This design comes from an exercise in tuning for small area on the open sky130 flow, not from production work. Function was checked by simulation only, so behaviour that the tests miss may differ from the original. Power and IR drop assume default switching activity.

--- flow/run.sh ---
#!/bin/bash
# synth_recipe.tcl (not shown) runs the flow's synth.tcl, then flattens the netlist and writes it again
# the make line also repeats each setting of config.mk as NAME=value (left out here)
make -C /OpenROAD-flow-scripts/flow DESIGN_CONFIG=/design/flow/config.mk WORK_HOME=/design/flow/orfs CLKGATE_MAP_FILE= SYNTH_SCRIPT=/design/flow/synth_recipe.tcl finish
--- flow/constraint.sdc ---
create_clock -name core_clock -period 4.0 [get_ports {Clk_CI}]
set_input_delay 0.8000 -clock core_clock [delete_from_list [all_inputs] [get_ports {Clk_CI}]]
set_output_delay 0.8000 -clock core_clock [all_outputs]
set_load 0.01 [all_outputs]
--- flow/config.mk ---
export PLATFORM = sky130hd
export DESIGN_NAME = hdc_frame_assembler
export DESIGN_NICKNAME = hdc_frame_assembler
export VERILOG_FILES = /design/flow/design.v
export SDC_FILE = /design/flow/constraint.sdc
export NUM_CORES = 4
export LEC_CHECK = 0
export CAP_MARGIN = 20
export CORE_MARGIN = 2
export CORE_UTILIZATION = 40
export SLEW_MARGIN = 20
--- flow/design.v ---
package hdc_frame_assembler_pkg;
  localparam int INPUT_CHANNELS = 64;
  localparam int RAW_WIDTH      = 15;
  localparam int MODE_W         = 2;
  localparam int LABEL_W        = 5;
  typedef enum logic {
    COLLECT = 1'b0,
    HOLD    = 1'b1
  } asmState_t;
  function automatic int idxWidth(input int n);
    if (n > 1) idxWidth = $clog2(n);
    else       idxWidth = 1;
  endfunction
endpackage
module hdc_frame_slot #(
  parameter int RAW_W = 1024
) (
  input  logic               Clk_CI,
  input  logic               Reset_RI,
  input  logic               Load_SI,
  input  logic [RAW_W-1:0]   Raw_DI,
  input  logic [hdc_frame_assembler_pkg::MODE_W-1:0]  Mode_DI,
  input  logic [hdc_frame_assembler_pkg::LABEL_W-1:0] Label_DI,
  input  logic               ReadyIn_SI,
  output logic               Free_SO,
  output logic               ValidOut_SO,
  output logic [RAW_W-1:0]   Raw_DO,
  output logic [hdc_frame_assembler_pkg::MODE_W-1:0]  Mode_DO,
  output logic [hdc_frame_assembler_pkg::LABEL_W-1:0] Label_DO
);
  assign Free_SO = ~ValidOut_SO | ReadyIn_SI;
  always_ff @(posedge Clk_CI or negedge Reset_RI) begin
    if (!Reset_RI) begin
      ValidOut_SO <= 1'b0;
      Raw_DO      <= '0;
      Mode_DO     <= '0;
      Label_DO    <= '0;
    end else if (Load_SI) begin
      ValidOut_SO <= 1'b1;
      Raw_DO      <= Raw_DI;
      Mode_DO     <= Mode_DI;
      Label_DO    <= Label_DI;
    end else if (ReadyIn_SI) begin
      ValidOut_SO <= 1'b0;
    end
  end
endmodule
module hdc_frame_assembler #(
  parameter int CHANNELS = hdc_frame_assembler_pkg::INPUT_CHANNELS,
  parameter int SAMPLE_W = hdc_frame_assembler_pkg::RAW_WIDTH,
  parameter int LANE_W   = 16
) (
  input  logic                         Clk_CI,
  input  logic                         Reset_RI,
  input  logic                         SampleValid_SI,
  output logic                         SampleReady_SO,
  input  logic [SAMPLE_W-1:0]          Sample_DI,
  input  logic                         SampleLast_SI,
  input  logic [hdc_frame_assembler_pkg::MODE_W-1:0]            ModeIn_SI,
  input  logic [hdc_frame_assembler_pkg::LABEL_W-1:0]           LabelIn_DI,
  output logic [hdc_frame_assembler_pkg::idxWidth(CHANNELS)-1:0] ChannelIdx_DO,
  output logic                         ValidOut_SO,
  input  logic                         ReadyIn_SI,
  output logic [hdc_frame_assembler_pkg::MODE_W-1:0]            ModeOut_SO,
  output logic [hdc_frame_assembler_pkg::LABEL_W-1:0]           LabelOut_DO,
  output logic [CHANNELS*LANE_W-1:0]   Raw_DO,
  output logic                         FrameError_SO
);
  localparam int IDX_W = hdc_frame_assembler_pkg::idxWidth(CHANNELS);
  localparam int RAW_W = CHANNELS * LANE_W;
  hdc_frame_assembler_pkg::asmState_t          state;
  logic               sampleReady;
  logic [IDX_W-1:0]   chanIdx;
  logic               frameError;
  logic [RAW_W-1:0]   collectRaw,   collectRawNext;
  logic [hdc_frame_assembler_pkg::MODE_W-1:0]  collectMode,  collectModeNext;
  logic [hdc_frame_assembler_pkg::LABEL_W-1:0] collectLabel, collectLabelNext;
  logic accept, atLastIdx, complete, framingErr, slotFree, slotLoad;
  assign accept     = SampleValid_SI & sampleReady;
  assign atLastIdx  = (chanIdx == IDX_W'(CHANNELS - 1));
  assign complete   = accept & atLastIdx & SampleLast_SI;
  assign framingErr = accept & (SampleLast_SI != atLastIdx);
  always_comb begin
    collectRawNext   = collectRaw;
    collectModeNext  = collectMode;
    collectLabelNext = collectLabel;
    if (accept) begin
      collectRawNext[int'(chanIdx)*LANE_W +: LANE_W] = LANE_W'(Sample_DI);
      if (chanIdx == '0) begin
        collectModeNext  = ModeIn_SI;
        collectLabelNext = LabelIn_DI;
      end
    end
  end
  assign slotLoad = (state == hdc_frame_assembler_pkg::HOLD) ? slotFree : (complete & slotFree);
  always_ff @(posedge Clk_CI or negedge Reset_RI) begin
    if (!Reset_RI) begin
      state        <= hdc_frame_assembler_pkg::COLLECT;
      sampleReady  <= 1'b1;
      chanIdx      <= '0;
      frameError   <= 1'b0;
      collectRaw   <= '0;
      collectMode  <= '0;
      collectLabel <= '0;
    end else begin
      collectRaw   <= collectRawNext;
      collectMode  <= collectModeNext;
      collectLabel <= collectLabelNext;
      if (accept) begin
        chanIdx <= (framingErr | atLastIdx) ? '0 : chanIdx + IDX_W'(1);
      end
      if (framingErr) begin
        frameError <= 1'b1;
      end
      case (state)
        hdc_frame_assembler_pkg::COLLECT: begin
          if (complete & ~slotFree) begin
            state       <= hdc_frame_assembler_pkg::HOLD;
            sampleReady <= 1'b0;
          end
        end
        hdc_frame_assembler_pkg::HOLD: begin
          if (slotFree) begin
            state       <= hdc_frame_assembler_pkg::COLLECT;
            sampleReady <= 1'b1;
          end
        end
        default: begin
          state       <= hdc_frame_assembler_pkg::COLLECT;
          sampleReady <= 1'b1;
        end
      endcase
    end
  end
  logic               slotValid;
  logic [RAW_W-1:0]   slotRaw;
  logic [hdc_frame_assembler_pkg::MODE_W-1:0]  slotMode;
  logic [hdc_frame_assembler_pkg::LABEL_W-1:0] slotLabel;
  hdc_frame_slot #(
    .RAW_W (RAW_W)
  ) uSlot (
    .Clk_CI      (Clk_CI),
    .Reset_RI    (Reset_RI),
    .Load_SI     (slotLoad),
    .Raw_DI      (collectRawNext),
    .Mode_DI     (collectModeNext),
    .Label_DI    (collectLabelNext),
    .ReadyIn_SI  (ReadyIn_SI),
    .Free_SO     (slotFree),
    .ValidOut_SO (slotValid),
    .Raw_DO      (slotRaw),
    .Mode_DO     (slotMode),
    .Label_DO    (slotLabel)
  );
  assign SampleReady_SO = sampleReady;
  assign ChannelIdx_DO = chanIdx;
  assign FrameError_SO = frameError;
  assign ValidOut_SO = slotValid;
  assign Raw_DO = slotRaw;
  assign ModeOut_SO = slotMode;
  assign LabelOut_DO = slotLabel;
endmodule
==> summary.txt <==
# TYPE chip_impl_metric gauge
chip_impl_metric{name="cts-buffers-inserted",unit=""} 213
chip_impl_metric{name="achievable-frequency",unit="MHz"} 277.5
chip_impl_metric{name="synth.ff_latch_count",unit=""} 2072
chip_impl_metric{name="max-slew-margin-rel",unit=""} 0.2733
chip_impl_metric{name="grt_antenna_before_repair",unit=""} 17
chip_impl_metric{name="sequential_to_total_area_share_from_yosys_stat",unit=""} 0.6691
chip_impl_metric{name="worstMarginPinSlew",unit="ps"} 1090
chip_impl_metric{name="die-width",unit="um"} 444.1
chip_impl_metric{name="dpl.cell_count",unit=""} 8902
chip_impl_metric{name="setup_viol",unit=""} 0
chip_impl_metric{name="floorplan.io_pins",unit=""} 1067
chip_impl_info{name="tritoncts_clock_tree",value="yes"} 1
chip_impl_metric{name="drive_gt1_frac",unit=""} 0.2935
chip_impl_metric{name="finalNetCount",unit=""} 6622
chip_impl_metric{name="drt_drc_violations_left",unit=""} 0
chip_impl_metric{name="antenna_violating_nets_post_route",unit=""} 0
chip_impl_metric{name="timing.final.crit_share",unit=""} 0.9008
chip_impl_metric{name="combinationalPowerShare",unit=""} 0.059
chip_impl_info{name="ctsRootBufferMaster",value="sky130_fd_sc_hd__clkbuf_16"} 1
chip_impl_metric{name="grt_pass1_wl",unit="um"} 381800
chip_impl_metric{name="floorplan.core_area",unit="um2"} 192600
chip_impl_metric{name="grt_usage",unit=""} 0.2685
chip_impl_metric{name="final_standard_cell_count_with_taps_included_and_fillers_excluded",unit=""} 9307
chip_impl_metric{name="register_cell_area_after_layout",unit="um2"} 51850
chip_impl_metric{name="multiInputGateArea",unit="um2"} 24130
chip_impl_metric{name="cts_max_level",unit=""} 4
chip_impl_metric{name="vias_per_cell",unit=""} 5.312
chip_impl_metric{name="dr.pass1.iters",unit=""} 5
chip_impl_metric{name="crit_arrival",unit="ps"} 4370
chip_impl_metric{name="grt_overflow_total",unit=""} 0
chip_impl_metric{name="yosysTopAreaCellShare",unit=""} 0.6688
chip_impl_info{name="outcome",value="finished clean"} 1
chip_impl_metric{name="cellLeakagePower",unit="uW"} 0.04749
chip_impl_metric{name="hpwlAfterDp",unit="um"} 181900
chip_impl_metric{name="setup-tns-final",unit="ps"} 0
chip_impl_metric{name="final-hold-violation-count",unit=""} 0
chip_impl_metric{name="power.share.sequential",unit=""} 0.491
chip_impl_metric{name="starting_density_of_the_core",unit=""} 0.4024
chip_impl_metric{name="cp.required",unit="ps"} 4770
chip_impl_metric{name="report.final.slew_viol_count",unit=""} 0
chip_impl_metric{name="vdd.ir_drop.worst",unit="mV"} 0.3321
chip_impl_info{name="netlist.top_cell.by_area",value="sky130_fd_sc_hd__dfrtp_1"} 1
chip_impl_metric{name="power-per-cell-area",unit="nW/um2"} 451.6
chip_impl_info{name="reg2reg_from",value="chanIdx[2]"} 1
chip_impl_metric{name="proportion_of_synthesized_flip_flops_having_asynchronous_set_or_reset",unit=""} 1.000
chip_impl_metric{name="fin_skew",unit="ps"} 37.19
chip_impl_metric{name="synthesis_warnings",unit=""} 2
chip_impl_metric{name="sw_frac_of_total",unit=""} 0.2344
chip_impl_metric{name="place.gp.congestion",unit=""} 0.8426
chip_impl_metric{name="die_height",unit="um"} 444.1
chip_impl_metric{name="wire_per_inst",unit="um"} 28.62
chip_impl_info{name="crit_path_end_kind",value="flip-flop"} 1
chip_impl_info{name="timing.hold.worst.class",value="input port to flip-flop"} 1
chip_impl_info{name="min-delay-start",value="Sample_DI[3]"} 1
chip_impl_metric{name="critical_path_peak_fanout",unit=""} 15
chip_impl_metric{name="wirelength",unit="um"} 266400
chip_impl_info{name="yosys_most_used_dff",value="sky130_fd_sc_hd__dfrtp_1"} 1
chip_impl_metric{name="power.net_switching",unit="uW"} 10520
chip_impl_metric{name="grt_max_degree",unit=""} 123
chip_impl_metric{name="final_core_utilization",unit=""} 0.5162
chip_impl_metric{name="period_minus_ws_final",unit="ps"} 3603
chip_impl_metric{name="avgSynthCellArea",unit="um2"} 14.21
chip_impl_info{name="crit_start",value="chanIdx[2]"} 1
chip_impl_metric{name="drv.max_cap_violation_count",unit=""} 0
chip_impl_metric{name="die_area",unit="um2"} 197300
chip_impl_metric{name="post_synth_instance_area",unit="um2"} 77490
chip_impl_info{name="rsz0062_at_grt",value="no"} 1
chip_impl_metric{name="detail_route.iter0.violations",unit=""} 3458
chip_impl_metric{name="num-fill-cells",unit=""} 16510
chip_impl_metric{name="synth.net_count",unit=""} 5483
chip_impl_metric{name="number_of_port_buffers",unit=""} 1066
chip_impl_metric{name="post_synth_num_cell_types",unit=""} 62
chip_impl_metric{name="first_global_vias",unit=""} 50620
chip_impl_metric{name="clock_path_buffers",unit=""} 3
chip_impl_info{name="yosys-top-cells-area",value="sky130_fd_sc_hd__dfrtp_1 67%, sky130_fd_sc_hd__mux2_2 19%, sky130_fd_sc_hd__nand2_1 3.4%, sky130_fd_sc_hd__o2bb2ai_1 2.4%, sky130_fd_sc_hd__clkbuf_1 1.2%"} 1
chip_impl_metric{name="cts_num_sinks",unit=""} 2072
chip_impl_metric{name="number_of_flops_mapped_to_enable_cells_by_yosys",unit=""} 0
chip_impl_metric{name="post_cts_resize_count",unit=""} 0
chip_impl_metric{name="row_count",unit=""} 161
chip_impl_metric{name="vias",unit=""} 49440
chip_impl_metric{name="total_internal_power",unit="uW"} 34370
chip_impl_metric{name="synth_cells",unit=""} 5453
chip_impl_metric{name="syn2layout_area_growth",unit="%"} 28.28
chip_impl_metric{name="clock_network_fraction_of_total_power",unit=""} 0.449
chip_impl_metric{name="clkLatencyLatePin",unit="ps"} 860
chip_impl_metric{name="clk_pin_slew_worst_paths",unit="ps"} 60
chip_impl_info{name="critPathLaunchType",value="flip-flop"} 1
chip_impl_info{name="path_class",value="flip-flop to flip-flop"} 1
==> cell type report <==
type                            instances  area share
Inverter                                7   0.0002643
Antenna cell                           11   0.0002769
Clock inverter                         70    0.007565
Sequential cell                      2072      0.5216
Timing Repair Buffer                 1306      0.1311
Multi-Input combinational cell       2992      0.2428
Clock buffer                          323     0.06467
Tap cell                             2526     0.03179
==> flip-flops by register name, summed over array words and instances (netlist names) <==
| register | cells |
|---|---|
| chanIdx | 6 |
| collectLabel | 5 |
| collectMode | 2 |
| collectRaw | 1024 |
| frameError | 1 |
| sampleReady | 1 |
| state | 1 |
| uSlot.Label_DO | 5 |
| uSlot.Mode_DO | 2 |
| uSlot.Raw_DO | 1024 |
| uSlot.ValidOut_SO | 1 |
==> power groups by stage <==
| stage | logic (uW) | clock network [uW] | registers [uW] |
|---|---|---|---|
| detailed placement | 2710 | 0 | 22400 |
| global route | 2930 | 21400 | 22100 |
| CTS | 2720 | 20600 | 22100 |
| global placement | 2630 | 0 | 22400 |
| finish | 2660 | 20200 | 22100 |
| floorplan | 1300 | 0 | 22400 |
==> what timing repair did <==
| action | 4_1_cts | 5_1_grt |
|---|---|---|
| setup buffers | 0 | 0 |
| hold buffers | 1 | 0 |
| endpoints found under the hold margin | 32 | 0 |
==> cells in the final DEF, fill, tap and decap left out, types with 10 or more instances in the layout <==
cell                              instances
sky130_fd_sc_hd__dfrtp_1               2071
sky130_fd_sc_hd__mux2_2                1334
sky130_fd_sc_hd__clkdlybuf4s50_1       1050
sky130_fd_sc_hd__nand2_1                701
sky130_fd_sc_hd__clkbuf_16              217
sky130_fd_sc_hd__o2bb2ai_1              210
sky130_fd_sc_hd__buf_4                  208
sky130_fd_sc_hd__nor2_1                 137
sky130_fd_sc_hd__a31oi_1                128
sky130_fd_sc_hd__nand3_1                114
sky130_fd_sc_hd__o21ai_0                 98
sky130_fd_sc_hd__o211ai_1                95
sky130_fd_sc_hd__clkbuf_8                60
sky130_fd_sc_hd__and2_1                  47
sky130_fd_sc_hd__clkbuf_1                46
sky130_fd_sc_hd__buf_12                  46
sky130_fd_sc_hd__clkinv_2                41
sky130_fd_sc_hd__nor2b_1                 15
sky130_fd_sc_hd__diode_2                 11
sky130_fd_sc_hd__and3_1                  10
==> path summary, 6_finish.rpt <==
check	cells after the start	endpoint	slack [ps]
hold reg to reg	2	collectRaw[161]	460
hold / removal	3	collectRaw[467]	450
setup reg to reg	8	uSlot.Raw_DO[552]	400
max in group asynchronous	4	collectRaw[903]	1950
min in group asynchronous	2	uSlot.Raw_DO[12]	480
setup / recovery	8	uSlot.Raw_DO[552]	400
==> cells in the mapped netlist, types with 2 or more instances <==
cell type and instances:
sky130_fd_sc_hd__nand2b_1 2, sky130_fd_sc_hd__xor2_1 2, sky130_fd_sc_hd__nand3_2 5, sky130_fd_sc_hd__clkbuf_1 249, sky130_fd_sc_hd__mux2_2 1334, sky130_fd_sc_hd__ha_1 3, sky130_fd_sc_hd__o211a_1 2, sky130_fd_sc_hd__and4b_1 2
sky130_fd_sc_hd__mux2_4 9, sky130_fd_sc_hd__buf_1 20, sky130_fd_sc_hd__nand3_1 116, sky130_fd_sc_hd__o211ai_4 2, sky130_fd_sc_hd__and4_1 3, sky130_fd_sc_hd__nand4_1 6, sky130_fd_sc_hd__buf_4 4, sky130_fd_sc_hd__a21boi_0 6
sky130_fd_sc_hd__nor3_1 4, sky130_fd_sc_hd__o211ai_1 95, sky130_fd_sc_hd__a211oi_1 4, sky130_fd_sc_hd__o31ai_1 4, sky130_fd_sc_hd__nand3b_1 3, sky130_fd_sc_hd__nor2_1 140, sky130_fd_sc_hd__o2bb2ai_1 210, sky130_fd_sc_hd__nor3b_2 2
sky130_fd_sc_hd__o21bai_1 2, sky130_fd_sc_hd__buf_2 108, sky130_fd_sc_hd__dfrtp_1 2071, sky130_fd_sc_hd__nor2b_1 17, sky130_fd_sc_hd__or3_1 3, sky130_fd_sc_hd__and3_1 10, sky130_fd_sc_hd__nor3_2 2, sky130_fd_sc_hd__a21oi_1 3
sky130_fd_sc_hd__a31oi_1 128, sky130_fd_sc_hd__o2111ai_2 2, sky130_fd_sc_hd__nand2_1 701, sky130_fd_sc_hd__and2_1 47, sky130_fd_sc_hd__xnor2_1 3, sky130_fd_sc_hd__o21ai_0 98, sky130_fd_sc_hd__inv_1 7, sky130_fd_sc_hd__nor3b_1 2
==> worst max-delay path: stages (launching register included) <==
cell and delay (ps):
sky130_fd_sc_hd__dfrtp_1 370, sky130_fd_sc_hd__or3_1 500, sky130_fd_sc_hd__nor3_1 180, sky130_fd_sc_hd__ha_1 440, sky130_fd_sc_hd__and4b_1 720, sky130_fd_sc_hd__nand2_1 530
sky130_fd_sc_hd__buf_4 340, sky130_fd_sc_hd__o2bb2ai_1 230, sky130_fd_sc_hd__mux2_2 210
==> stage by stage <==
step | power, uW | setup slack, ps | cell area (um2) | hold WS [ps]
final | 44900 | 396.9 | 99410 | 446.7
after global routing | 46500 | 145.5 | 99380 | 420.1
after CTS | 45360 | 407.6 | 99380 | 391.5
after detailed placement | 25150 | 191.0 | 92190 | 449.3
after global placement | 25050 | 226.3 | 92190 | 442.0
after floorplan | 23680 | 343.4 | 77490 | 432.4
==> kinds of logic after synthesis <==
| family | share of synthesized area |
|---|---|
| flops | 0.6691 |
| mux | 0.1957 |
| simple gates | 0.05905 |
| compound gates | 0.05416 |
| buf+inv | 0.02088 |
| xor+xnor | 0.0005652 |
| fa+ha+maj | 0.0004844 |
==> per-layer routing <==
metal,routed length [um],vias to the layer above,GRT usage
li1,-,21390,-
met1,107700,26130,0.3422
met2,126200,1505,0.4311
met3,17780,407,0.06506
met4,14750,0,0.1283
met5,0,-,0

-- afterwards: timing with drivers on the ports --
In the flow no input, the clock included, has a driving cell. The finished layout below was timed again as built, in two steps. Step 1: set_driving_cell puts a clkbuf_16 on Clk_CI and a buf_2 on each other input, an assumption about the parent block. Step 2 adds t to the input delays and takes it off the output delays; t is the mean of the earliest and latest rising clock arrival at the registers after step 1. Input paths then give back, and output paths get back, about the clock's delay inside the block. Slacks: ideal ports / drivers / drivers and shift; pairs: ideal ports / drivers.
t (ns): 0.927
slack for setup (ns): 0.397 / 0.397 / -0.107
worst slew at a driven data input, ns: 0.15
Met with ideal ports but missed after step 2: setup timing in this run. The setup slack of this run moves by 0.000 ns with the drivers and by -0.504 ns with both steps.
